This design comes from an exercise in tuning for small area, a short achievable clock period and few clock cycles on the open sky130 flow, not from production work. Only simulation tests tie the RTL to the original design; equivalence was not proved.

[flow/config.mk]
export PLATFORM = sky130hd
export DESIGN_NAME = path_fan_tessellator_core
export DESIGN_NICKNAME = path_fan_tessellator_core
export VERILOG_FILES = /design/flow/design.v
export SDC_FILE = /design/flow/constraint.sdc
export NUM_CORES = 4
export LEC_CHECK = 0
export CAP_MARGIN = 20
export CORE_MARGIN = 2
export CORE_UTILIZATION = 40
export PLACE_DENSITY = 0.6
export SLEW_MARGIN = 20
[flow/constraint.sdc]
create_clock -name core_clock -period 12.0 [get_ports {clock}]
set_input_delay 2.4000 -clock core_clock [delete_from_list [all_inputs] [get_ports {clock}]]
set_output_delay 2.4000 -clock core_clock [all_outputs]
set_load 0.01 [all_outputs]
[flow/design.v]
package ptf_pkg;
   localparam int COORD_W = 24;
   localparam int IDX_W   = 16;
   localparam int DIG_W   = 6;                     
   localparam int MR_W    = COORD_W + 3 * DIG_W;   
   localparam int C_W     = 30;                    
   localparam logic [1:0] CMD_MOVE  = 2'd0;
   localparam logic [1:0] CMD_LINE  = 2'd1;
   localparam logic [1:0] CMD_CUBIC = 2'd2;
   localparam logic [1:0] CMD_CLOSE = 2'd3;
   localparam logic [2:0] ST_IDLE  = 3'd0;    
   localparam logic [2:0] ST_NSEG  = 3'd1;    
   localparam logic [2:0] ST_PRE   = 3'd2;    
   localparam logic [2:0] ST_DIV   = 3'd3;    
   localparam logic [2:0] ST_PT    = 3'd4;    
   localparam logic [2:0] ST_FLUSH = 3'd5;    
endpackage
module ptf_qadd (
   input  logic [23:0] a,
   input  logic [23:0] b,
   input  logic        ci,
   output logic [23:0] y
);
   logic [23:0] g, p, gg, pp, gn, pn;
   logic [24:0] c;
   always_comb begin
      g  = a & b;
      p  = a ^ b;
      gg = g;
      pp = p;
      for (int s = 1; s < 24; s = s * 2) begin
         gn = gg;
         pn = pp;
         for (int i = s; i < 24; i++) begin
            gn[i] = gg[i] | (pp[i] & gg[i-s]);
            pn[i] = pp[i] & pp[i-s];
         end
         gg = gn;
         pp = pn;
      end
      c[0] = ci;
      for (int i = 0; i < 24; i++) begin
         c[i+1] = gg[i] | (pp[i] & ci);
      end
      y = p ^ c[23:0];
   end
endmodule
module ptf_mr_add #(
   parameter bit CORR_CARRY = 1'b1
) (
   input  logic [ptf_pkg::MR_W-1:0] a,
   input  logic [ptf_pkg::MR_W-1:0] b,
   input  logic [5:0]               kc,
   output logic [ptf_pkg::MR_W-1:0] y
);
   localparam int DW = ptf_pkg::DIG_W;
   logic [2:0][DW:0]   t0;          
   logic [2:0][DW-1:0] t1;          
   logic [2:0]         k0, k1;      
   logic [2:0][DW-1:0] r0, r1;
   logic               c0, c1, c2;
   always_comb begin
      for (int i = 0; i < 3; i++) begin
         t0[i] = {1'b0, a[i*DW +: DW]} + {1'b0, b[i*DW +: DW]};
         t1[i] = t0[i][DW-1:0] + 1'b1;
         k0[i] = t0[i][DW];
         k1[i] = t0[i][DW] || (&t0[i][DW-1:0]);
         if (CORR_CARRY) begin
            r0[i] = k0[i] ? t0[i][DW-1:0] + kc : t0[i][DW-1:0];
            r1[i] = k1[i] ? t1[i] + kc : t1[i];
         end else begin
            r0[i] = k0[i] ? t0[i][DW-1:0] : t0[i][DW-1:0] + kc;
            r1[i] = k1[i] ? t1[i] : t1[i] + kc;
         end
      end
      c0 = k0[0];
      c1 = c0 ? k1[1] : k0[1];
      c2 = c1 ? k1[2] : k0[2];
      y[DW-1:0]      = r0[0];
      y[2*DW-1:DW]   = c0 ? r1[1] : r0[1];
      y[3*DW-1:2*DW] = c1 ? r1[2] : r0[2];
   end
   ptf_qadd u_q (
      .a  (a[ptf_pkg::MR_W-1:3*DW]),
      .b  (b[ptf_pkg::MR_W-1:3*DW]),
      .ci (c2),
      .y  (y[ptf_pkg::MR_W-1:3*DW])
   );
endmodule
module ptf_div_stage (
   input  logic [ptf_pkg::DIG_W-1:0] r,
   input  logic [2:0]                in,
   input  logic [6:0]                n,
   output logic [ptf_pkg::DIG_W-1:0] r_out,
   output logic [1:0]                d
);
   logic [7:0] v;
   logic [8:0] m1, m2;
   always_comb begin
      v  = {1'b0, r, 1'b0} + {5'd0, in};
      m1 = {1'b0, v} - {2'b0, n};
      m2 = {1'b0, v} - {1'b0, n, 1'b0};
      if (!m2[8]) begin
         d     = 2'd2;
         r_out = m2[ptf_pkg::DIG_W-1:0];
      end else if (!m1[8]) begin
         d     = 2'd1;
         r_out = m1[ptf_pkg::DIG_W-1:0];
      end else begin
         d     = 2'd0;
         r_out = v[ptf_pkg::DIG_W-1:0];
      end
   end
endmodule
module ptf_axis (
   input  logic                        clock,
   input  logic                        reset,
   input  logic                        cap,        
   input  logic [23:0]                 pa,
   input  logic [23:0]                 pb,
   input  logic [23:0]                 pe,
   input  logic                        zero_pen,   
   input  logic                        ld_pen,
   input  logic [23:0]                 pen_in,
   input  logic                        ld_dev,     
   input  logic                        nseg,       
   input  logic                        pre,
   input  logic                        fetch,
   input  logic                        lv1,
   input  logic                        lv2,
   input  logic                        lv3,
   input  logic                        bias,       
   input  logic                        step,
   input  logic [6:0]                  n,
   input  logic [6:0]                  n_new,      
   input  logic [4:0]                  sel,        
   input  logic [31:0]                 hsel,       
   output logic [23:0]                 fq,
   output logic [23:0]                 a_out,
   output logic [31:0]                 mag,
   output logic [1:0][12:0]            dev_m,      
   output logic [1:0]                  dev_s,
   output logic                        dev_o       
);
   localparam int DW = ptf_pkg::DIG_W;
   localparam int MW = ptf_pkg::MR_W;
   localparam int XW = 44;
   logic [71:0]   op_ff;    
   logic [MW-1:0] f_ff, r1_ff, r2_ff, r3_ff;
   logic [MW-1:0] f_add, r1_add, r2_add;
   logic [5:0]    sb_ff;    
   logic [1:0]    dd1_ff, dda_ff, dd2_ff, ddt_ff, ddu_ff;
   logic signed [23:0] a, b, e, p, pz;
   logic signed [26:0] g, h;             
   logic signed [26:0] c1;               
   logic signed [27:0] c2, c3;           
   logic [82:0]   cst;                   
   logic signed [26:0] c1s;
   logic signed [27:0] c2s, c3s;
   logic [XW-1:0] c1x, c2x, c3x;
   assign a     = op_ff[71:48];
   assign b     = op_ff[47:24];
   assign e     = op_ff[23:0];
   assign fq    = f_ff[MW-1:3*DW];
   assign a_out = a;
   always_comb begin
      p   = fq;
      pz  = zero_pen ? '0 : fq;
      g   = 27'(a) + 27'(a) - 27'(pz) - 27'(e);
      h   = 27'(b) + 27'(b) - 27'(pz) - 27'(e);
      c1  = 27'(a) + 27'(a) + 27'(a) - 27'(p) - 27'(p) - 27'(p);
      c2  = 28'(b) + 28'(b) + 28'(b) + 28'(p) + 28'(p) + 28'(p) - (28'(a) <<< 2) - (28'(a) <<< 1);
      c3  = 28'(e) - 28'(p) + 28'(a) + (28'(a) <<< 1) - 28'(b) - (28'(b) <<< 1);
      cst = {f_ff[10:0], op_ff};
      c1s = cst[82:56];
      c2s = cst[55:28];
      c3s = cst[27:0];
      mag = {5'd0, c1s ^ {27{c1s[26]}}}
          | {3'd0, c2s ^ {28{c2s[27]}}, 1'b0}
          | {2'd0, c3s ^ {28{c3s[27]}}, 2'b00};
      c1x = {{(XW-31){c1s[26]}}, c1s, 4'b0};
      c2x = {{(XW-32){c2s[27]}}, c2s, 4'b0};
      c3x = {{(XW-32){c3s[27]}}, c3s, 4'b0};
   end
   logic signed [26:0] gh [2];
   always_comb begin
      gh[0] = r1_ff[26:0];
      gh[1] = r2_ff[26:0];
      dev_o = 1'b0;
      for (int k = 0; k < 2; k++) begin
         dev_s[k] = gh[k][26];
         dev_m[k] = gh[k][12:0] ^ {13{gh[k][26]}};
         if (gh[k][26:12] != {15{gh[k][26]}}) dev_o = 1'b1;
      end
   end
   logic [DW-1:0] k_off;
   assign k_off = DW'(7'd64 - n);
   ptf_mr_add #(.CORR_CARRY(1'b1)) u_f  (.a(f_ff),  .b(r1_ff), .kc(k_off),    .y(f_add));
   ptf_mr_add #(.CORR_CARRY(1'b0)) u_r1 (.a(r1_ff), .b(r2_ff), .kc(DW'(n)),   .y(r1_add));
   ptf_mr_add #(.CORR_CARRY(1'b1)) u_r2 (.a(r2_ff), .b(r3_ff), .kc(k_off),    .y(r2_add));
   logic [DW-1:0] s1_r, s2_r, s3_r, sa_r, t2_r, t3_r, u2_r, u3_r;
   logic [1:0]    s1_d, s2_d, s3_d, sa_d, t2_d, t3_d, u2_d, u3_d;
   ptf_div_stage u_s1 (.r(r1_ff[DW-1:0]),      .in({2'b0, sb_ff[5]}),                  .n(n), .r_out(s1_r), .d(s1_d));
   ptf_div_stage u_s2 (.r(r1_ff[2*DW-1:DW]),   .in({1'b0, dd1_ff} + {2'b0, sb_ff[2]}), .n(n), .r_out(s2_r), .d(s2_d));
   ptf_div_stage u_s3 (.r(r1_ff[3*DW-1:2*DW]), .in({1'b0, dd2_ff} + {2'b0, sb_ff[0]}), .n(n), .r_out(s3_r), .d(s3_d));
   ptf_div_stage u_sa (.r(r3_ff[DW-1:0]),      .in({2'b0, sb_ff[4]} + {2'b0, sb_ff[3]}), .n(n), .r_out(sa_r), .d(sa_d));
   ptf_div_stage u_t2 (.r(r2_ff[2*DW-1:DW]),   .in({1'b0, dda_ff} + {2'b0, sb_ff[1]}), .n(n), .r_out(t2_r), .d(t2_d));
   ptf_div_stage u_t3 (.r(r2_ff[3*DW-1:2*DW]), .in({1'b0, ddt_ff}),                    .n(n), .r_out(t3_r), .d(t3_d));
   ptf_div_stage u_u2 (.r(r3_ff[2*DW-1:DW]),   .in({1'b0, dda_ff}),                    .n(n), .r_out(u2_r), .d(u2_d));
   ptf_div_stage u_u3 (.r(r3_ff[3*DW-1:2*DW]), .in({1'b0, ddu_ff}),                    .n(n), .r_out(u3_r), .d(u3_d));
   logic [22:0] q1i, q2i, q3i;
   assign q1i = r1_ff[MW-2:3*DW] + 23'd1;
   assign q2i = r2_ff[MW-2:3*DW] + 23'd1;
   assign q3i = r3_ff[MW-2:3*DW] + 23'd1;
   logic s1n, s2n, s3n;
   logic [DW-1:0] nm1, nm2;
   logic [MW-1:0] r1_pre, r2_pre, r3_pre;
   logic [DW-1:0] bias_hi, bias_lo;
   always_comb begin
      s1n = c1s[26];
      s2n = c2s[27];
      s3n = c3s[27];
      nm1 = DW'(n_new - 7'd1);
      nm2 = DW'(n_new - 7'd2);
      r1_pre[DW-1:0] = s3n ? nm1 : '0;
      unique case ({s3n, s2n})
         2'b00:   r1_pre[2*DW-1:DW] = '0;
         2'b11:   r1_pre[2*DW-1:DW] = nm2;
         default: r1_pre[2*DW-1:DW] = nm1;
      endcase
      unique case ({s3n | s2n, s1n})
         2'b00:   begin r1_pre[3*DW-1:2*DW] = '0;  r1_pre[MW-1:3*DW] = '0; end
         2'b11:   begin r1_pre[3*DW-1:2*DW] = nm2; r1_pre[MW-1:3*DW] = '1; end
         default: begin r1_pre[3*DW-1:2*DW] = nm1; r1_pre[MW-1:3*DW] = '1; end
      endcase
      r3_pre[DW-1:0] = s3n ? nm2 : '0;
      r2_pre[DW-1:0] = s3n ? nm2 : '0;
      unique case ({s3n, s2n})
         2'b00:   r2_pre[2*DW-1:DW] = '0;
         2'b11:   r2_pre[2*DW-1:DW] = nm2;
         default: r2_pre[2*DW-1:DW] = nm1;
      endcase
      r2_pre[3*DW-1:2*DW] = (s3n | s2n) ? nm1 : '0;
      r2_pre[MW-1:3*DW]   = (s3n | s2n) ? '1 : '0;
      r3_pre[2*DW-1:DW]   = s3n ? nm1 : '0;
      r3_pre[3*DW-1:2*DW] = s3n ? nm1 : '0;
      r3_pre[MW-1:3*DW]   = s3n ? '1 : '0;
      bias_hi = DW'(n >> 1) + k_off;
      bias_lo = (n[0] ? DW'(n >> 1) : '0) + k_off;
   end
   always_ff @(posedge clock) begin
      dd1_ff <= s1_d;
      dda_ff <= sa_d;
      dd2_ff <= s2_d;
      ddt_ff <= t2_d;
      ddu_ff <= u2_d;
      if (pre) begin
         sb_ff <= {|(hsel & c3x[35:4]), |(hsel & c3x[34:3]), |(hsel & c3x[33:2]),
                   |(hsel & c2x[36:5]), |(hsel & c2x[35:4]), |(hsel & c1x[37:6])};
      end else if (fetch) begin
         sb_ff <= {c3x[sel + 5'd2], c3x[sel + 5'd1], c3x[sel], c2x[sel + 5'd3], c2x[sel + 5'd2],
                   c1x[sel + 5'd4]};
      end
      if (cap) begin
         op_ff <= {pa, pb, pe};
      end else if (nseg) begin
         op_ff <= {c1[15:0], c2, c3};
      end
      if (reset) begin
         f_ff[MW-1:3*DW] <= '0;
      end else if (ld_pen) begin
         f_ff[MW-1:3*DW] <= pen_in;
      end else if (step) begin
         f_ff[MW-1:3*DW] <= f_add[MW-1:3*DW];
      end
      if (nseg) begin
         f_ff[10:0] <= c1[26:16];
      end else if (bias) begin
         f_ff[3*DW-1:0] <= {bias_hi, bias_lo, bias_lo};
      end else if (step) begin
         f_ff[3*DW-1:0] <= f_add[3*DW-1:0];
      end
      if (ld_dev) begin
         r1_ff[26:0] <= g;
         r2_ff[26:0] <= h;
      end else if (pre) begin
         r1_ff <= r1_pre;
         r2_ff <= r2_pre;
         r3_ff <= r3_pre;
      end else if (step) begin
         r1_ff <= r1_add;
         r2_ff <= r2_add;
      end else begin
         if (lv1) begin
            r1_ff[DW-1:0] <= s1_r;
            r2_ff[DW-1:0] <= sa_r;
            r3_ff[DW-1:0] <= sa_r;
         end
         if (lv2) begin
            r1_ff[2*DW-1:DW] <= s2_r;
            r2_ff[2*DW-1:DW] <= t2_r;
            r3_ff[2*DW-1:DW] <= u2_r;
         end
         if (bias) begin
            r2_ff[DW-1:0]    <= r2_ff[DW-1:0] + k_off;
            r2_ff[2*DW-1:DW] <= r2_ff[2*DW-1:DW] + k_off;
         end
         if (lv3) begin
            r1_ff[3*DW-1:2*DW] <= s3_r;
            r2_ff[3*DW-1:2*DW] <= bias ? t3_r + k_off : t3_r;
            r3_ff[3*DW-1:2*DW] <= u3_r;
            r1_ff[MW-1:3*DW]   <= {s3_d[1] ? q1i : r1_ff[MW-2:3*DW], s3_d[0]};
            r2_ff[MW-1:3*DW]   <= {t3_d[1] ? q2i : r2_ff[MW-2:3*DW], t3_d[0]};
            r3_ff[MW-1:3*DW]   <= {u3_d[1] ? q3i : r3_ff[MW-2:3*DW], u3_d[0]};
         end
      end
   end
endmodule
module path_fan_tessellator_core #(
   parameter int MAX_SEGMENTS = 64,
   parameter int VERTEX_LIMIT = 65536
) (
   input  logic      clock,
   input  logic      reset,
   input  logic         req_valid,
   output logic         req_ready,
   input  logic [1:0]   req_type,
   input  logic         req_new_path,
   input  logic [23:0]  req_p0_x,
   input  logic [23:0]  req_p0_y,
   input  logic [23:0]  req_p1_x,
   input  logic [23:0]  req_p1_y,
   input  logic [23:0]  req_p2_x,
   input  logic [23:0]  req_p2_y,
   output logic         rsp_valid,
   input  logic         rsp_ready,
   output logic         rsp_vertex_valid,
   output logic [15:0]  rsp_vertex_index,
   output logic [23:0]  rsp_vertex_x,
   output logic [23:0]  rsp_vertex_y,
   output logic         rsp_tri_valid,
   output logic [15:0]  rsp_tri_first,
   output logic [15:0]  rsp_tri_prev,
   output logic [15:0]  rsp_tri_curr,
   output logic         rsp_dropped,
   output logic         rsp_last
);
   logic        cv_ff;
   logic [1:0]  ct_ff;
   logic        cn_ff;
   logic        take, done;
   logic [2:0]  state_ff, state_in;
   logic [16:0] last_ff, last_in;      
   logic [15:0] lm1_ff, lm1_in;        
   logic [15:0] first_ff, first_in;
   logic        first_ok_ff, first_ok_in;
   logic        prev_ok_ff, prev_ok_in;
   logic [6:0]  n_ff, n_in;
   logic [6:0]  rem_ff, rem_in;
   logic [4:0]  j_ff, j_in;
   logic [5:0]  i_ff, i_in;
   logic        rv_ff, rv_in;
   logic        vv_ff, vv_in, tv_ff, tv_in, dr_ff, dr_in, la_ff, la_in, cl_ff, cl_in;
   logic        full, out_free, beat, fok, pok, store;
   logic        ld_pen, ld_dev, nseg, pre, fetch, lv1, lv2, lv3, bias, step;
   logic [23:0] pen_x, pen_y, fq_x, fq_y, a_x, a_y;
   logic [4:0]  sel;
   logic [31:0] mag_x, mag_y, mag;
   logic [1:0][12:0] dm_x, dm_y;
   logic [1:0]  ds_x, ds_y;
   logic        do_x, do_y;
   logic [14:0] dev, dev_ff;
   logic        ovf_ff;
   logic [31:0] hsel;
   assign full     = (last_ff == 17'h0FFFF);
   assign out_free = !rv_ff || rsp_ready;
   assign fok      = first_ok_ff && !cn_ff;
   assign pok      = prev_ok_ff && !cn_ff;
   assign req_ready = !cv_ff
                   || ((state_ff == ptf_pkg::ST_IDLE) && (ct_ff != ptf_pkg::CMD_CUBIC) && !rv_ff);
   assign take      = req_valid && req_ready;
   always_ff @(posedge clock) begin
      if (reset) begin
         cv_ff <= 1'b0;
      end else if (take) begin
         cv_ff <= 1'b1;
      end else if (done) begin
         cv_ff <= 1'b0;
      end
      if (take) begin
         ct_ff <= req_type;
         cn_ff <= req_new_path;
      end
   end
   ptf_axis u_x (
      .clock(clock), .reset(reset), .cap(take), .pa(req_p0_x), .pb(req_p1_x), .pe(req_p2_x),
      .zero_pen(cn_ff), .ld_pen(ld_pen), .pen_in(pen_x), .ld_dev(ld_dev), .nseg(nseg),
      .pre(pre), .fetch(fetch), .lv1(lv1), .lv2(lv2), .lv3(lv3), .bias(bias), .step(step),
      .n(n_ff), .n_new(n_in), .sel(sel), .hsel(hsel), .fq(fq_x), .a_out(a_x), .mag(mag_x),
      .dev_m(dm_x), .dev_s(ds_x), .dev_o(do_x)
   );
   ptf_axis u_y (
      .clock(clock), .reset(reset), .cap(take), .pa(req_p0_y), .pb(req_p1_y), .pe(req_p2_y),
      .zero_pen(cn_ff), .ld_pen(ld_pen), .pen_in(pen_y), .ld_dev(ld_dev), .nseg(nseg),
      .pre(pre), .fetch(fetch), .lv1(lv1), .lv2(lv2), .lv3(lv3), .bias(bias), .step(step),
      .n(n_ff), .n_new(n_in), .sel(sel), .hsel(hsel), .fq(fq_y), .a_out(a_y), .mag(mag_y),
      .dev_m(dm_y), .dev_s(ds_y), .dev_o(do_y)
   );
   assign mag = mag_x | mag_y;
   assign dev = 15'(dm_x[0]) + 15'(dm_x[1]) + 15'(dm_y[0]) + 15'(dm_y[1])
              + 15'(ds_x[0]) + 15'(ds_x[1]) + 15'(ds_y[0]) + 15'(ds_y[1]);
   always_comb begin
      j_in = 5'd1;
      for (int k = 0; k < 32; k++) begin
         if (mag[k]) j_in = 5'(k + 1);
      end
      for (int k = 1; k < 32; k++) begin
         hsel[k] = mag[k] && !(|(mag >> (k + 1)));
      end
      hsel[0] = !(|mag[31:1]);
   end
   always_comb begin
      if (ovf_ff || (dev_ff >= 15'(63 * 64))) n_in = 7'd64;
      else if (dev_ff < 15'd64)              n_in = 7'd2;
      else                                   n_in = 7'(dev_ff >> 6) + 7'd1;
   end
   always_comb begin
      state_in    = state_ff;
      last_in     = last_ff;
      lm1_in      = lm1_ff;
      first_in    = first_ff;
      first_ok_in = first_ok_ff;
      prev_ok_in  = prev_ok_ff;
      rem_in      = rem_ff;
      i_in        = i_ff;
      rv_in       = rv_ff && !rsp_ready;
      vv_in       = vv_ff;
      tv_in       = tv_ff;
      dr_in       = dr_ff;
      la_in       = la_ff;
      cl_in       = cl_ff;
      beat        = 1'b0;
      store       = 1'b0;
      done        = 1'b0;
      ld_pen      = 1'b0;
      ld_dev      = 1'b0;
      pen_x       = fq_x;
      pen_y       = fq_y;
      nseg        = 1'b0;
      pre         = 1'b0;
      fetch       = 1'b0;
      lv1         = 1'b0;
      lv2         = 1'b0;
      lv3         = 1'b0;
      bias        = 1'b0;
      step        = 1'b0;
      sel         = 5'(j_ff - 5'(i_ff));
      unique case (state_ff)
         ptf_pkg::ST_IDLE: begin
            if (cv_ff && out_free) begin
               first_ok_in = fok;
               prev_ok_in  = pok;
               ld_pen      = 1'b1;
               pen_x       = cn_ff ? '0 : fq_x;
               pen_y       = cn_ff ? '0 : fq_y;
               if (ct_ff == ptf_pkg::CMD_CUBIC) begin
                  ld_dev   = 1'b1;
                  state_in = ptf_pkg::ST_NSEG;
               end else begin
                  beat  = 1'b1;
                  done  = 1'b1;
                  la_in = 1'b1;
                  cl_in = 1'b0;
                  vv_in = 1'b0;
                  tv_in = 1'b0;
                  dr_in = 1'b0;
                  unique case (ct_ff)
                     ptf_pkg::CMD_MOVE: begin
                        prev_ok_in = 1'b0;
                        pen_x      = a_x;
                        pen_y      = a_y;
                        if (full) begin
                           dr_in       = 1'b1;
                           first_ok_in = 1'b0;
                        end else begin
                           vv_in       = 1'b1;
                           first_ok_in = 1'b1;
                           first_in    = 16'(last_ff + 17'd1);
                           store       = 1'b1;
                        end
                     end
                     ptf_pkg::CMD_LINE: begin
                        if (full) begin
                           dr_in = 1'b1;
                        end else begin
                           vv_in      = 1'b1;
                           tv_in      = fok && pok;
                           prev_ok_in = 1'b1;
                           store      = 1'b1;
                           pen_x      = a_x;
                           pen_y      = a_y;
                        end
                     end
                     default: begin
                        cl_in      = 1'b1;
                        tv_in      = fok && pok && (last_ff[15:0] != first_ff);
                        prev_ok_in = 1'b0;
                     end
                  endcase
               end
            end
         end
         ptf_pkg::ST_NSEG: begin
            nseg     = 1'b1;
            state_in = ptf_pkg::ST_PRE;
         end
         ptf_pkg::ST_PRE: begin
            pre      = 1'b1;
            i_in     = '0;
            state_in = ptf_pkg::ST_DIV;
         end
         ptf_pkg::ST_DIV: begin
            fetch = 1'b1;
            lv1   = (i_ff < {1'b0, j_ff});
            lv2   = (i_ff != 6'd0) && (i_ff <= {1'b0, j_ff});
            lv3   = (i_ff >= 6'd2);
            i_in  = i_ff + 6'd1;
            if (i_ff == {1'b0, j_ff} + 6'd1) begin
               done     = 1'b1;
               bias     = 1'b1;
               rem_in   = n_ff;
               state_in = ptf_pkg::ST_PT;
            end
         end
         ptf_pkg::ST_FLUSH: begin
            step   = 1'b1;
            rem_in = rem_ff - 7'd1;
            if (rem_ff == 7'd1) begin
               state_in = ptf_pkg::ST_IDLE;
            end
         end
         default: begin
            if (out_free) begin
               beat  = 1'b1;
               cl_in = 1'b0;
               vv_in = 1'b0;
               tv_in = 1'b0;
               dr_in = 1'b0;
               la_in = full || (rem_ff == 7'd1);
               if (full) begin
                  dr_in    = 1'b1;
                  state_in = ptf_pkg::ST_FLUSH;
               end else begin
                  step       = 1'b1;
                  rem_in     = rem_ff - 7'd1;
                  vv_in      = 1'b1;
                  tv_in      = first_ok_ff && prev_ok_ff;
                  prev_ok_in = 1'b1;
                  store      = 1'b1;
                  if (rem_ff == 7'd1) begin
                     state_in = ptf_pkg::ST_IDLE;
                  end
               end
            end
         end
      endcase
      if (beat) rv_in = 1'b1;
      if (store) begin
         last_in = last_ff + 17'd1;
         lm1_in  = last_ff[15:0];
      end
   end
   always_ff @(posedge clock) begin
      if (reset) begin
         state_ff    <= ptf_pkg::ST_IDLE;
         last_ff     <= 17'h1FFFF;
         first_ok_ff <= 1'b0;
         prev_ok_ff  <= 1'b0;
         rv_ff       <= 1'b0;
      end else begin
         state_ff    <= state_in;
         last_ff     <= last_in;
         first_ok_ff <= first_ok_in;
         prev_ok_ff  <= prev_ok_in;
         rv_ff       <= rv_in;
      end
   end
   always_ff @(posedge clock) begin
      lm1_ff   <= lm1_in;
      first_ff <= first_in;
      rem_ff   <= rem_in;
      i_ff     <= i_in;
      vv_ff    <= vv_in;
      tv_ff    <= tv_in;
      dr_ff    <= dr_in;
      la_ff    <= la_in;
      cl_ff    <= cl_in;
      if (state_ff == ptf_pkg::ST_NSEG) begin
         dev_ff <= dev;
         ovf_ff <= do_x || do_y;
      end
      if (state_ff == ptf_pkg::ST_PRE) begin
         n_ff <= n_in;
         j_ff <= j_in;
      end
   end
   assign rsp_valid        = rv_ff;
   assign rsp_vertex_valid = vv_ff;
   assign rsp_vertex_index = last_ff[15:0];
   assign rsp_vertex_x     = fq_x;
   assign rsp_vertex_y     = fq_y;
   assign rsp_tri_valid    = tv_ff;
   assign rsp_tri_first    = first_ff;
   assign rsp_tri_prev     = cl_ff ? last_ff[15:0] : lm1_ff;
   assign rsp_tri_curr     = cl_ff ? first_ff : last_ff[15:0];
   assign rsp_dropped      = dr_ff;
   assign rsp_last         = la_ff;
endmodule
[flow/run.sh]
#!/bin/bash
# synth_recipe.tcl (not shown) runs the flow's synth.tcl, then flattens the netlist and writes it again
# the make line also repeats each setting of config.mk as NAME=value (left out here)
make -C /OpenROAD-flow-scripts/flow DESIGN_CONFIG=/design/flow/config.mk WORK_HOME=/design/flow/orfs CLKGATE_MAP_FILE= SYNTH_SCRIPT=/design/flow/synth_recipe.tcl finish
==> results of run 1 <==
## layout by cell type, fill, tap and decap left out, drive strengths merged, types with 54 or more instances in the layout
cell,synthesis,layout
a221oi,67,67
a211oi,142,142
xor2,527,527
nand2,753,753
a21o,368,368
or3,56,56
fa,470,470
buf,122,205
nor3,201,201
nand4,96,96
nand3,258,258
and3,113,113
dfxtp,92,92
nor2,862,862
o21a,111,111
mux4,94,94
edfxtp,525,525
o21bai,152,152
nor2b,183,183
a31oi,80,80
mux2,54,54
a21oi,1098,1098
inv,1226,1227
nand2b,171,171
ha,1374,1374
o21ai,633,633
o211ai,85,85
clkdlybuf4s50,0,267
mux2i,89,89
xnor2,835,835
a22oi,59,59
clkbuf,290,102
## sequential cells by signal (all words and copies together) (netlist names), 3 cells and up
name / cells
u_y.r3_ff: 42
u_y.sb_ff: 6
u_x.f_ff: 42
u_x.sb_ff: 6
u_x.op_ff: 72
state_ff: 3
u_y.f_ff: 42
u_x.r3_ff: 42
u_y.r2_ff: 42
u_x.r1_ff: 42
u_y.r1_ff: 42
u_y.op_ff: 72
first_ff: 16
lm1_ff: 16
rem_ff: 7
dev_ff: 15
j_ff: 5
last_ff: 17
i_ff: 6
u_x.r2_ff: 42
n_ff: 7
## final cells by class
type | count | share of cell area
multi-input cells | 9623 | 0.696
flip-flops and latches | 617 | 0.158
inverters | 1227 | 0.0415
repair buffers | 472 | 0.0378
well taps | 3348 | 0.0377
clock buffers | 102 | 0.0204
clock inverters | 57 | 0.00751
diodes | 15 | 0.000338
## worst reg2reg max path, delay by kind of cell (launching register included)
| family | cells | cell delay (ns) |
|---|---|---|
| buffers and inverters | 5 | 0.49 |
| adder cells (fa/ha/maj) | 5 | 2.43 |
| AND/OR/NAND/NOR | 2 | 0.14 |
| flip-flops | 1 | 0.85 |
| XOR/XNOR | 2 | 0.29 |
| AO/OA/AOI/OAI | 19 | 3.94 |
## cells by family (layout without fill, tap and decap cells)
logic type | after synthesis | after routing | share of synthesized area
AND/OR/NAND/NOR | 2921 | 2921 | 0.138
flip-flops | 617 | 617 | 0.174
adder cells (fa/ha/maj) | 1844 | 1844 | 0.263
other | 0 | 15 | 0
AO/OA/AOI/OAI | 3259 | 3259 | 0.207
buffers and inverters | 1639 | 1858 | 0.0638
XOR/XNOR | 1362 | 1362 | 0.118
multiplexers | 237 | 237 | 0.0357
## worst min path at each step
stage / startpoint / end / slack, ns / cells after the start
6_report: last_ff[16] / last_ff[16] / 0.47 / 1
5_1_grt: last_ff[16] / last_ff[16] / 0.51 / 1
4_1_cts: last_ff[16] / last_ff[16] / 0.47 / 1
3_5_place_dp: last_ff[16] / last_ff[16] / 0.45 / 1
3_3_place_gp: last_ff[16] / last_ff[16] / 0.44 / 1
2_1_floorplan: last_ff[10] / lm1_ff[10] / 0.43 / 0
## through the flow
stage / util / instance area (um^2) / hold slack, ns
after global placement: 0.429 / 108000 / 0.443
after global routing: 0.442 / 111000 / 0.506
after CTS: 0.442 / 111000 / 0.468
after detailed placement: 0.429 / 108000 / 0.454
final: 0.442 / 111000 / 0.470
after floorplan: - / 101000 / 0.430
## metal layers
metal | wire length [um] | vias to the layer above | track usage
met4 | 23300 | 18 | 0.155
met1 | 172000 | 45300 | 0.414
met5 | 152 | - | 0.00130
met3 | 37200 | 971 | 0.0572
li1 | - | 42400 | -
met2 | 173000 | 4478 | 0.465
==> flow_summary.json, run 1 <==
{
  "outcome": "timing/DRC/antenna clean",
  "clock_skew_ns": 0.0490,
  "final_nets": 14000,
  "cp_max_fo": 13,
  "yosysWarnings": 7,
  "track_usage": 0.306,
  "worstHoldPathType": "reg2reg",
  "port_buffers": 268,
  "yosysTopAreaCellShare": 0.170,
  "crit_required_ns": 12.48,
  "critPathBufInv": 5,
  "syn-instance-count": 11900,
  "reg2reg_to": "u_y.op_ff[25]",
  "synth_fp_nets": 13900,
  "drive_above_1_share": 0.0570,
  "async_flop_share": 0,
  "htreeDepth": 3,
  "drc_errors": 0,
  "r2r_start": "u_y.op_ff[49]",
  "synth_top_area_cell": "ha_1",
  "worstMarginPinSlew_ns": 1.23,
  "clockBufferDepth": 3,
  "area_delta_synth_final_pct": 9.81,
  "synth.area.top_cells": "ha_1 (17%), edfxtp_1 (16%), fa_1 (9.3%)",
  "netlist_area_um2": 101000,
  "cts.repair.resized": 0,
  "crit_type": "reg2reg",
  "grt_pass1_vias": 91100,
  "final_cells": 15500,
  "num_rows": 184,
  "relSlewSlack": 0.178,
  "crit_top_cell": "a21oi_1",
  "postRouteAntennaNets": 0,
  "end_kind": "register",
  "vias": 93200,
  "path_depth": 33,
  "core_area_um2": 252000,
  "fmax_ghz": 0.119,
  "crit_slowest_cell": "edfxtp_1",
  "multi_input_area_um2": 77400,
  "die_h_um": 507,
  "ys_ff_latch": 617,
  "hpwl_um": 315000,
  "grt_start_max_net_pins": 69,
  "postCtsSetupBuffers": 0,
  "ff2ff_path_depth": 33,
  "synth-seq-area-share": 0.174,
  "grt-ovfl-total": 0,
  "syn_area_per_cell_um2": 8.52,
  "synth.distinct_cells": 130,
  "synth_edf_count": 525,
  "initialDrtViolationCount": 9879,
  "cts_buffers": 85,
  "dr.pass1.iters": 10,
  "synth_ff_type": "edfxtp_1",
  "die-area_um2": 257000,
  "slew_viol_final": 0,
  "place.gp.congestion": 0.999,
  "place_ws_ns": 3.78,
  "clk_pin_slew_ns": 0.06,
  "setup_slack_ns": 3.57,
  "hold_violations": 0,
  "rsz0062_at_grt": "no",
  "reg2reg_slack_ns": 3.57,
  "max_cap_violations": 0,
  "endpoint": "u_y.op_ff[25]",
  "post-route-period-util": 0.702,
  "io_pins": 269,
  "clock_latency_ns": 0.79,
  "vias_per_cell": 6.03,
  "tritoncts": "yes",
  "cts_root_buffer": "clkbuf_16",
  "initial_utilization": 0.402,
  "hold_buffers": 0,
  "worstPathArrival_ns": 8.91,
  "dp_cells": 15300,
  "fin_crit_ns": 8.43,
  "slowest_delay_ns": 0.85,
  "start_kind": "register",
  "antenna_found_initial": 15,
  "die_w_um": 507,
  "seq_area_um2": 17600,
  "setup_viol": 0,
  "grt_first_pass_wirelength_um": 592000,
  "synth_most_common_cell": "ha_1",
  "path_delay_family": "compound AO/OA/AOI/OAI gates",
  "wire_per_inst_um": 26.2,
  "setup_tns_ns": 0,
  "synth_commonest_cells": "ha_1 (1374), inv_1 (1220), a21oi_1 (1088)",
  "routed_wl_um": 405000,
  "nFillCells": 24500,
  "clock-sinks": 617,
  "worstSetupStartpoint": "u_y.op_ff[49]"
}
Testbench counts, summed over its fixed seeds: cycles 30,875.
==> run 2: changes to the inputs <==
--- a/flow/design.v
+++ b/flow/design.v
@@ -15,23 +15,25 @@
    localparam logic [2:0] ST_PT    = 3'd4;    
    localparam logic [2:0] ST_FLUSH = 3'd5;    
 endpackage
-module ptf_qadd (
-   input  logic [23:0] a,
-   input  logic [23:0] b,
-   input  logic        ci,
-   output logic [23:0] y
+module ptf_add #(
+   parameter int W = 24
+) (
+   input  logic [W-1:0] a,
+   input  logic [W-1:0] b,
+   input  logic         ci,
+   output logic [W-1:0] y
 );
-   logic [23:0] g, p, gg, pp, gn, pn;
-   logic [24:0] c;
+   logic [W-1:0] g, p, gg, pp, gn, pn;
+   logic [W:0]   c;
    always_comb begin
       g  = a & b;
       p  = a ^ b;
       gg = g;
       pp = p;
-      for (int s = 1; s < 24; s = s * 2) begin
+      for (int s = 1; s < W; s = s * 2) begin
          gn = gg;
          pn = pp;
-         for (int i = s; i < 24; i++) begin
+         for (int i = s; i < W; i++) begin
             gn[i] = gg[i] | (pp[i] & gg[i-s]);
             pn[i] = pp[i] & pp[i-s];
          end
@@ -39,12 +41,27 @@
          pp = pn;
       end
       c[0] = ci;
-      for (int i = 0; i < 24; i++) begin
+      for (int i = 0; i < W; i++) begin
          c[i+1] = gg[i] | (pp[i] & ci);
       end
-      y = p ^ c[23:0];
+      y = p ^ c[W-1:0];
    end
 endmodule
+module ptf_csa #(
+   parameter int W = 24
+) (
+   input  logic [W-1:0] a,
+   input  logic [W-1:0] b,
+   input  logic [W-1:0] c,
+   input  logic         ci,
+   output logic [W-1:0] s,
+   output logic [W-1:0] k
+);
+   logic [W-1:0] m;
+   assign s = a ^ b ^ c;
+   assign m = (a & b) | (a & c) | (b & c);
+   assign k = {m[W-2:0], ci};
+endmodule
 module ptf_mr_add #(
    parameter bit CORR_CARRY = 1'b1
 ) (
@@ -80,7 +97,7 @@
       y[2*DW-1:DW]   = c0 ? r1[1] : r0[1];
       y[3*DW-1:2*DW] = c1 ? r1[2] : r0[2];
    end
-   ptf_qadd u_q (
+   ptf_add #(.W(ptf_pkg::COORD_W)) u_q (
       .a  (a[ptf_pkg::MR_W-1:3*DW]),
       .b  (b[ptf_pkg::MR_W-1:3*DW]),
       .ci (c2),
@@ -163,14 +180,49 @@
    assign e     = op_ff[23:0];
    assign fq    = f_ff[MW-1:3*DW];
    assign a_out = a;
+   logic [26:0] ga2, gpz, ge, hb2, gs, gk, hs, hk;
+   logic [27:0] xa, xa2, xa4, xb, xb2, xe, xp, xp2;
+   logic [27:0] k1s, k1c, k1s2, k1c2;
+   logic [27:0] k2s, k2c, k2t, k2u, k2s2, k2c2, k2s3, k2c3;
+   logic [27:0] k3s, k3c, k3t, k3u, k3s2, k3c2, k3s3, k3c3;
+   logic [27:0] c1w, c2w, c3w;
    always_comb begin
       p   = fq;
       pz  = zero_pen ? '0 : fq;
-      g   = 27'(a) + 27'(a) - 27'(pz) - 27'(e);
-      h   = 27'(b) + 27'(b) - 27'(pz) - 27'(e);
-      c1  = 27'(a) + 27'(a) + 27'(a) - 27'(p) - 27'(p) - 27'(p);
-      c2  = 28'(b) + 28'(b) + 28'(b) + 28'(p) + 28'(p) + 28'(p) - (28'(a) <<< 2) - (28'(a) <<< 1);
-      c3  = 28'(e) - 28'(p) + 28'(a) + (28'(a) <<< 1) - 28'(b) - (28'(b) <<< 1);
+      ga2 = {{2{a[23]}}, a, 1'b0};
+      hb2 = {{2{b[23]}}, b, 1'b0};
+      gpz = ~{{3{pz[23]}}, pz};
+      ge  = ~{{3{e[23]}}, e};
+      xa  = {{4{a[23]}}, a};
+      xa2 = {{3{a[23]}}, a, 1'b0};
+      xa4 = {{2{a[23]}}, a, 2'b0};
+      xb  = {{4{b[23]}}, b};
+      xb2 = {{3{b[23]}}, b, 1'b0};
+      xe  = {{4{e[23]}}, e};
+      xp  = {{4{p[23]}}, p};
+      xp2 = {{3{p[23]}}, p, 1'b0};
+   end
+   ptf_csa #(27) u_gc (.a(ga2), .b(gpz), .c(ge), .ci(1'b1), .s(gs), .k(gk));
+   ptf_add #(27) u_ga (.a(gs), .b(gk), .ci(1'b1), .y(g));
+   ptf_csa #(27) u_hc (.a(hb2), .b(gpz), .c(ge), .ci(1'b1), .s(hs), .k(hk));
+   ptf_add #(27) u_ha (.a(hs), .b(hk), .ci(1'b1), .y(h));
+   ptf_csa #(28) u_1a (.a(xa), .b(xa2), .c(~xp), .ci(1'b1), .s(k1s), .k(k1c));
+   ptf_csa #(28) u_1b (.a(k1s), .b(k1c), .c(~xp2), .ci(1'b0), .s(k1s2), .k(k1c2));
+   ptf_add #(28) u_1s (.a(k1s2), .b(k1c2), .ci(1'b1), .y(c1w));
+   ptf_csa #(28) u_2a (.a(xb), .b(xb2), .c(xp), .ci(1'b1), .s(k2s), .k(k2c));
+   ptf_csa #(28) u_2b (.a(xp2), .b(~xa2), .c(~xa4), .ci(1'b1), .s(k2t), .k(k2u));
+   ptf_csa #(28) u_2c (.a(k2s), .b(k2c), .c(k2t), .ci(1'b0), .s(k2s2), .k(k2c2));
+   ptf_csa #(28) u_2d (.a(k2s2), .b(k2c2), .c(k2u), .ci(1'b0), .s(k2s3), .k(k2c3));
+   ptf_add #(28) u_2s (.a(k2s3), .b(k2c3), .ci(1'b0), .y(c2w));
+   ptf_csa #(28) u_3a (.a(xe), .b(xa), .c(xa2), .ci(1'b1), .s(k3s), .k(k3c));
+   ptf_csa #(28) u_3b (.a(~xp), .b(~xb), .c(~xb2), .ci(1'b1), .s(k3t), .k(k3u));
+   ptf_csa #(28) u_3c (.a(k3s), .b(k3c), .c(k3t), .ci(1'b0), .s(k3s2), .k(k3c2));
+   ptf_csa #(28) u_3d (.a(k3s2), .b(k3c2), .c(k3u), .ci(1'b0), .s(k3s3), .k(k3c3));
+   ptf_add #(28) u_3s (.a(k3s3), .b(k3c3), .ci(1'b1), .y(c3w));
+   assign c1 = c1w[26:0];
+   assign c2 = c2w;
+   assign c3 = c3w;
+   always_comb begin
       cst = {f_ff[10:0], op_ff};
       c1s = cst[82:56];
       c2s = cst[55:28];
@@ -407,8 +459,12 @@
       .dev_m(dm_y), .dev_s(ds_y), .dev_o(do_y)
    );
    assign mag = mag_x | mag_y;
-   assign dev = 15'(dm_x[0]) + 15'(dm_x[1]) + 15'(dm_y[0]) + 15'(dm_y[1])
-              + 15'(ds_x[0]) + 15'(ds_x[1]) + 15'(ds_y[0]) + 15'(ds_y[1]);
+   logic [14:0] dv_s1, dv_k1, dv_s2, dv_k2, dv_s3, dv_k3;
+   ptf_csa #(15) u_dv1 (.a(15'(dm_x[0])), .b(15'(dm_x[1])), .c(15'(dm_y[0])), .ci(ds_x[0]),
+                        .s(dv_s1), .k(dv_k1));
+   ptf_csa #(15) u_dv2 (.a(dv_s1), .b(dv_k1), .c(15'(dm_y[1])), .ci(ds_x[1]), .s(dv_s2), .k(dv_k2));
+   ptf_csa #(15) u_dv3 (.a(dv_s2), .b(dv_k2), .c({14'd0, ds_y[0]}), .ci(1'b0), .s(dv_s3), .k(dv_k3));
+   ptf_add #(15) u_dva (.a(dv_s3), .b(dv_k3), .ci(ds_y[1]), .y(dev));
    always_comb begin
       j_in = 5'd1;
       for (int k = 0; k < 32; k++) begin
==> run 2 against run 1 <==
Compared with the run above:
- still clean
- synthesized area decreased by 8.5%
- hold slack better by 0.013 ns
- setup slack improved by 1.7 ns
- register-to-register slack gained 1.7 ns
- synthesized cell count shrank 11%
- core utilization increased by 0.13 points
- via count down 11%
- flip-flop and latch count is the same
- critical endpoint is now u_x.op_ff[54]
==> flow_summary.json, run 2 <==
{
  "antenna_found_initial": 15,
  "setup_tns_ns": 0,
  "start_kind": "register",
  "layout_commonest_cell": "inv_1",
  "slowest_delay_ns": 0.94,
  "synth_edf_count": 525,
  "cts_root_buffer": "clkbuf_16",
  "syn-instance-count": 10500,
  "synth_ff_type": "edfxtp_1",
  "layout_common_cells": "inv_1 (1233), ha_1 (1054), a21oi_1 (861)",
  "cts_buffers": 85,
  "routed_wl_um": 368000,
  "synth_compound_area_frac": 0.187,
  "synth.area.top_cells": "edfxtp_1 (17%), ha_1 (14%), fa_1 (13%)",
  "ff2ff_path_depth": 19,
  "place.gp.congestion": 1.00,
  "reg2reg_to": "u_x.op_ff[54]",
  "reg2reg_slack_ns": 5.24,
  "num_rows": 176,
  "worstSetupStartpoint": "u_x.op_ff[27]",
  "fmax_ghz": 0.148,
  "grt_start_max_net_pins": 120,
  "crit_required_ns": 12.52,
  "synth_commonest_cells": "inv_1 (1237), ha_1 (1056), a21oi_1 (864)",
  "cp_cell_sequence": "buf_4 > inv_1 > fa_1 > fa_1 > fa_1 > inv_1 > ha_1 > a21oi_1 > o21ai_0 > a21oi_1 > o21bai_1 > a21o_1 > o21ai_0 > a211oi_1 > o41ai_1 > a21oi_1 > a21oi_1 > xor2_1 > o21ai_0",
  "rsz0062_at_grt": "no",
  "muxShareOfSynthArea": 0.0392,
  "hold_buffers": 0,
  "hpwl_um": 287000,
  "synthXorXnorAreaFrac": 0.110,
  "initialDrtViolationCount": 8872,
  "synth_fa_ha_area_frac": 0.274,
  "whs_endpoint": "first_ok_ff",
  "postCtsSetupBuffers": 0,
  "vias_per_cell": 6.06,
  "yosysTopAreaCellShare": 0.170,
  "yosysWarnings": 10,
  "fin_crit_ns": 6.76,
  "synth.distinct_cells": 126,
  "slew_viol_final": 0,
  "synthSimpleGateAreaFrac": 0.129,
  "worstMarginPinSlew_ns": 1.24,
  "drc_errors": 0,
  "grt-ovfl-total": 0,
  "synth_fp_nets": 12300,
  "wire_per_inst_um": 26.8,
  "postRouteAntennaNets": 0,
  "crit_top_cell": "a21oi_1",
  "async_flop_share": 0,
  "ys_ff_latch": 617,
  "post-route-period-util": 0.563,
  "area_delta_synth_final_pct": 10.1,
  "track_usage": 0.305,
  "port_buffers": 268,
  "syn_area_per_cell_um2": 8.80,
  "grt_pass1_vias": 81500,
  "synth_most_common_cell": "inv_1",
  "whs_ns": 0.483,
  "io_pins": 269,
  "synth_top_area_cell": "edfxtp_1",
  "r2r_start": "u_x.op_ff[27]",
  "vias": 83300,
  "fin_util": 0.443,
  "cts.repair.resized": 0,
  "crit_slowest_cell": "o41ai_1",
  "core_area_um2": 230000,
  "largest_registers": "u_x.op_ff x72, u_y.op_ff x72",
  "clock_skew_ns": 0.0450,
  "crit_type": "reg2reg",
  "hold_depth": 2,
  "final_nets": 12500,
  "netlist_area_um2": 92600,
  "setup_viol": 0,
  "die_h_um": 485,
  "clock-sinks": 617,
  "clock_latency_ns": 0.79,
  "clk_pin_slew_ns": 0.07,
  "drive_above_1_share": 0.0566,
  "hold_violations": 0,
  "tritoncts": "yes",
  "relSlewSlack": 0.162,
  "htreeDepth": 3,
  "outcome": "timing/DRC/antenna clean",
  "end_kind": "register",
  "max_cap_violations": 0,
  "die-area_um2": 235000,
  "grt_first_pass_wirelength_um": 539000,
  "cp_max_fo": 37,
  "dr.pass1.iters": 9,
  "clockBufferDepth": 3,
  "worstPathArrival_ns": 7.28,
  "initial_utilization": 0.402,
  "die_w_um": 485,
  "synth-seq-area-share": 0.190,
  "hold_start": "first_ok_ff",
  "worstHoldPathType": "reg2reg",
  "synth_top_family_by_area": "adder cells"
}
-- run 2: per-layer routing --
| layer | wire (um) | vias to the layer above | track usage |
|---|---|---|---|
| met3 | 36300 | 915 | 0.0649 |
| met2 | 159000 | 4286 | 0.467 |
| met5 | 84 | - | 0.00204 |
| met4 | 20700 | 4 | 0.146 |
| met1 | 153000 | 40800 | 0.410 |
| li1 | - | 37300 | - |
-- run 2: worst max-delay path by stage --
stage / to / slack [ns] / cells after the start
4_1_cts: u_x.op_ff[54] / 5.46 / 19
6_report: u_x.op_ff[54] / 5.24 / 19
3_3_place_gp: u_x.op_ff[51] / 5.59 / 20
2_1_floorplan: u_y.r2_ff[17] / 5.01 / 23
3_5_place_dp: u_x.op_ff[54] / 5.49 / 19
5_1_grt: u_x.op_ff[54] / 4.98 / 19
-- run 2: kinds of logic after synthesis --
family | after synthesis
adder cells (fa/ha/maj) | 1663
AO/OA/AOI/OAI | 2690
multiplexers | 239
flip-flops | 617
AND/OR/NAND/NOR | 2496
buffers and inverters | 1659
XOR/XNOR | 1160
-- run 2: cell type report --
class / instances / area, um^2
inverter: 1242 / 4670
sequential: 617 / 17600
timing repair buffer: 450 / 4100
clock buffer: 102 / 2310
fill: 22300 / 128000
tap: 3026 / 3790
antenna: 8 / 20.0
clock inverter: 57 / 818
multi-input combinational: 8248 / 68700
-- run 2: critical path: cells and delay by family, from the launching register on --
| family | cells | cell delay (ns) |
|---|---|---|
| buf+inv | 3 | 0.93 |
| xor+xnor | 1 | 0.21 |
| compound gates | 11 | 2.95 |
| fa+ha+maj | 4 | 2.05 |
| flops | 1 | 0.32 |
-- run 2: through the flow --
step           setup WS, ns  cell area (um^2)  std cells
5_1_grt                4.98            102000      13700
3_5_place_dp           5.49             98800      13600
6_report               5.24            102000      13800
3_3_place_gp           5.59             98800      13600
4_1_cts                5.46            102000      13700
2_1_floorplan          5.01             92600      10500
Testbench counts of run 2, summed over its fixed seeds: cycles 30,875.

[port drivers added, routing unchanged]
In the flow no input, the clock included, has a driving cell. The finished layouts below were timed again as built, in two steps.
Step 1 assumes that a clkbuf_16 drives the clock port and a buf_2 every other input.
Step 2 times the ports against the registers' clock, not the clock port: input delays grow and output delays shrink by t, the midpoint of the rising clock arrivals with the driver on.
Slacks: ideal ports / drivers / drivers and shift; pairs: ideal ports / drivers.
| run | t, ns | setup WS [ns] | slew at the worst register clock pin (ns) | worst slew at a driven data input, ns | pins driven straight from the clock port |
|---|---|---|---|---|---|
| run 1 | 0.873 | 3.572 / 3.572 / 3.572 | 0.08 / 0.08 | 0.08 | 1 |
| run 2 | 0.862 | 5.239 / 5.239 / 5.239 | 0.07 / 0.07 | 0.10 | 1 |
After both steps setup and hold are still met in every run listed.
